What follows belongs to an exercise in optimizing a design on an open flow for small area and a short achievable clock period; a production flow would make more cautious choices.
Function was checked by simulation only, so behaviour that the tests miss may differ from the original.
Power is estimated from default activity; no workload was simulated.

// fetch_dispatch
module fetch_dispatch
(
    input  logic              clk1,
    input  logic              rst_n,
    input  logic              imem_we,
    input  logic [fetch_dispatch_pkg::PC_W-1:0]   imem_waddr,
    input  logic [31:0]       imem_wdata,
    input  logic              rs_add_free,
    input  logic              rs_mul_free,
    input  logic              rs_load_free,
    input  logic              rob_commit,
    input  logic [4:0]        rob_commit_dest,
    input  logic [fetch_dispatch_pkg::TAG_W-1:0]  rob_commit_tag,
    output logic [fetch_dispatch_pkg::PC_W-1:0]   pc,
    output logic [31:0]       inst,
    output logic              stall,
    output logic              disp_add_v,
    output logic              disp_mul_v,
    output logic              disp_load_v,
    output logic [6:0]        disp_fun7,
    output logic [2:0]        disp_fun3,
    output logic [4:0]        disp_rd,
    output logic [4:0]        disp_rs1,
    output logic [4:0]        disp_rs2,
    output logic [11:0]       disp_offset,
  ...
Size: ~8200 cells after synthesis, about 4600 flip-flops.
Settings: LEC_CHECK=0, CAP_MARGIN=20, CORE_MARGIN=2, CORE_UTILIZATION=50, CTS_CLUSTER_DIAMETER=120, CTS_CLUSTER_SIZE=25, SETUP_SLACK_MARGIN=1.9, SLEW_MARGIN=20, SYNTH_HIERARCHICAL=1, SYNTH_MINIMUM_KEEP_SIZE=0; clock period 4.4 ns.
standard.sh (not shown) runs the stock make flow with config.mk's settings and CLKGATE_MAP_FILE= SYNTH_SCRIPT=/design/flow/synth_recipe.tcl, a recipe that flattens the netlist after the stock synthesis.
==> flow/flow/run.sh <==
#!/bin/bash
# The standard ORFS layout (standard.sh, standard synthesis unchanged) with these
# changes to how the layout is made:
#  - MATCH_CELL_FOOTPRINT=0: the platform sets 1, which lets timing repair swap a
#    cell only for one of the same width, so it can hardly upsize anything;
#  - the port buffers that buffer_ports inserts are buf_4 instead of the platform's
#    default pick, a slow delay cell (clkdlybuf4s50_1);
#  - the floorplan step's timing repair (before placement, on wire-load estimates)
#    runs with no setup margin; the repairs after CTS and global routing use
#    config.mk's SETUP_SLACK_MARGIN.
# Each make run's whole output goes to its own log here; ORFS keeps each step's log
# under orfs/logs.
set -euo pipefail
V=(MATCH_CELL_FOOTPRINT=0 "BUFFER_PORTS_ARGS=-buffer_cell sky130_fd_sc_hd__buf_4")
bash standard.sh "${V[@]}" SETUP_SLACK_MARGIN=0 synth floorplan > flow_make_floorplan.log 2>&1
bash standard.sh "${V[@]}" finish > flow_make_finish.log 2>&1
The starting point passed the timing, DRC and antenna checks.
Change:
Settings changed: CORE_UTILIZATION 50 to 45, PLACE_DENSITY from default to 0.7.
What happened:
- The changed run finished clean
- first-iteration DRC count went up by roughly a tenth
- via count went down slightly
- area after synthesis is unchanged
- clock-buffer cell count went down by 1
- utilization went down by 5.7 points
- setup slack gets worse by 56 ps
Change:
Settings changed: PLACE_DENSITY 0.7 to default, SETUP_SLACK_MARGIN 1.9 to 2.1.
The changed run finished clean.
Setup slack gains 120 ps.
Hold slack is worse by 49 ps.
Design area climbs slightly.
Change:
Settings changed: SETUP_SLACK_MARGIN 2.1 to 1.8.
The changed run produced a clean layout. Sequential share of layout area goes up by 1.2 points. Final area goes down by 1.8%. Total power hardly moves. Routed wire length goes down by 1.9%. Combinational power goes down by about 7%. Hold slack gains 9.9 ps. Count of clock-buffer cells in the layout does not change.

---

## run A
fetch_dispatch, a different RTL version from the one above (not shown whole).
Size: ~8100 cells after synthesis, about 150 I/O pins.
Settings: LEC_CHECK=0, CAP_MARGIN=20, CORE_MARGIN=2, CORE_UTILIZATION=45, CTS_CLUSTER_DIAMETER=120, CTS_CLUSTER_SIZE=25, SETUP_SLACK_MARGIN=2.0, SLEW_MARGIN=20, SYNTH_HIERARCHICAL=1, SYNTH_MINIMUM_KEEP_SIZE=0; clock period 4.4 ns.
Scripts as last shown in full above: flow/flow/run.sh
Relative to run A, the following input files were edited for run B:
- SETUP_SLACK_MARGIN changed from 2.0 to 1.9
## What came out
Changes observed in run B relative to run A: slack of the worst reg-to-reg path increased by 0.02 ns relative to the old numbers, power closely matched the old numbers, cell depth of the worst setup path closely matched the old numbers, first-iteration DRC count decreased by 807 relative to the old numbers, number of failing hold endpoints at the final stage closely matched the old numbers.
Transition time of the tightest slew-check pin: run B vs run A up 0.027 ns
~same worst hold slack in run A and run B

afterwards: timing with drivers on the ports:
How much do the figures lean on ideal ports? The routed layouts below were timed once more, with nothing changed but the port constraints. Step 1 assumes that a clkbuf_16 drives the clock port and a buf_2 every other input. Step 2 moves the port delays by t, midway between the first and last clock arrival at a register: inputs arrive t later, outputs are due t later. That takes back most of the time a late clock gives input paths. Three values: ideal, step 1, step 2; two values: the first two.
run | t, ns | setup WS [ns] | worst hold slack (ns) | worst setup path at the end | latest minus earliest clock arrival (ns)
the first run of note 1 | 1.029 | 1.686 / 1.686 / 0.744 | 0.341 / 0.267 / 0.353 | input to register | 0.066 / 0.066
the second run of note 1 | 1.025 | 1.630 / 1.630 / 0.639 | 0.277 / 0.296 / 0.354 | input to register | 0.086 / 0.086
the third run of note 1 | 1.057 | 1.754 / 1.754 / 0.992 | 0.229 / 0.165 / 0.353 | input to register | 0.115 / 0.114
the fourth run of note 1 | 1.053 | 1.730 / 1.700 / 0.647 | 0.238 / 0.175 / 0.356 | input to register | 0.098 / 0.098
run A | 1.035 | 1.746 / 1.746 / 0.972 | 0.322 / 0.242 / 0.351 | input to register | 0.112 / 0.112
run B | 1.035 | 1.766 / 1.766 / 0.950 | 0.322 / 0.242 / 0.351 | input to register | 0.110 / 0.111
After both steps setup and hold are still met in every run listed. The setup slack of the fourth run of note 1, which loses most, moves by -0.030 ns with the drivers and by -1.083 ns with both steps.
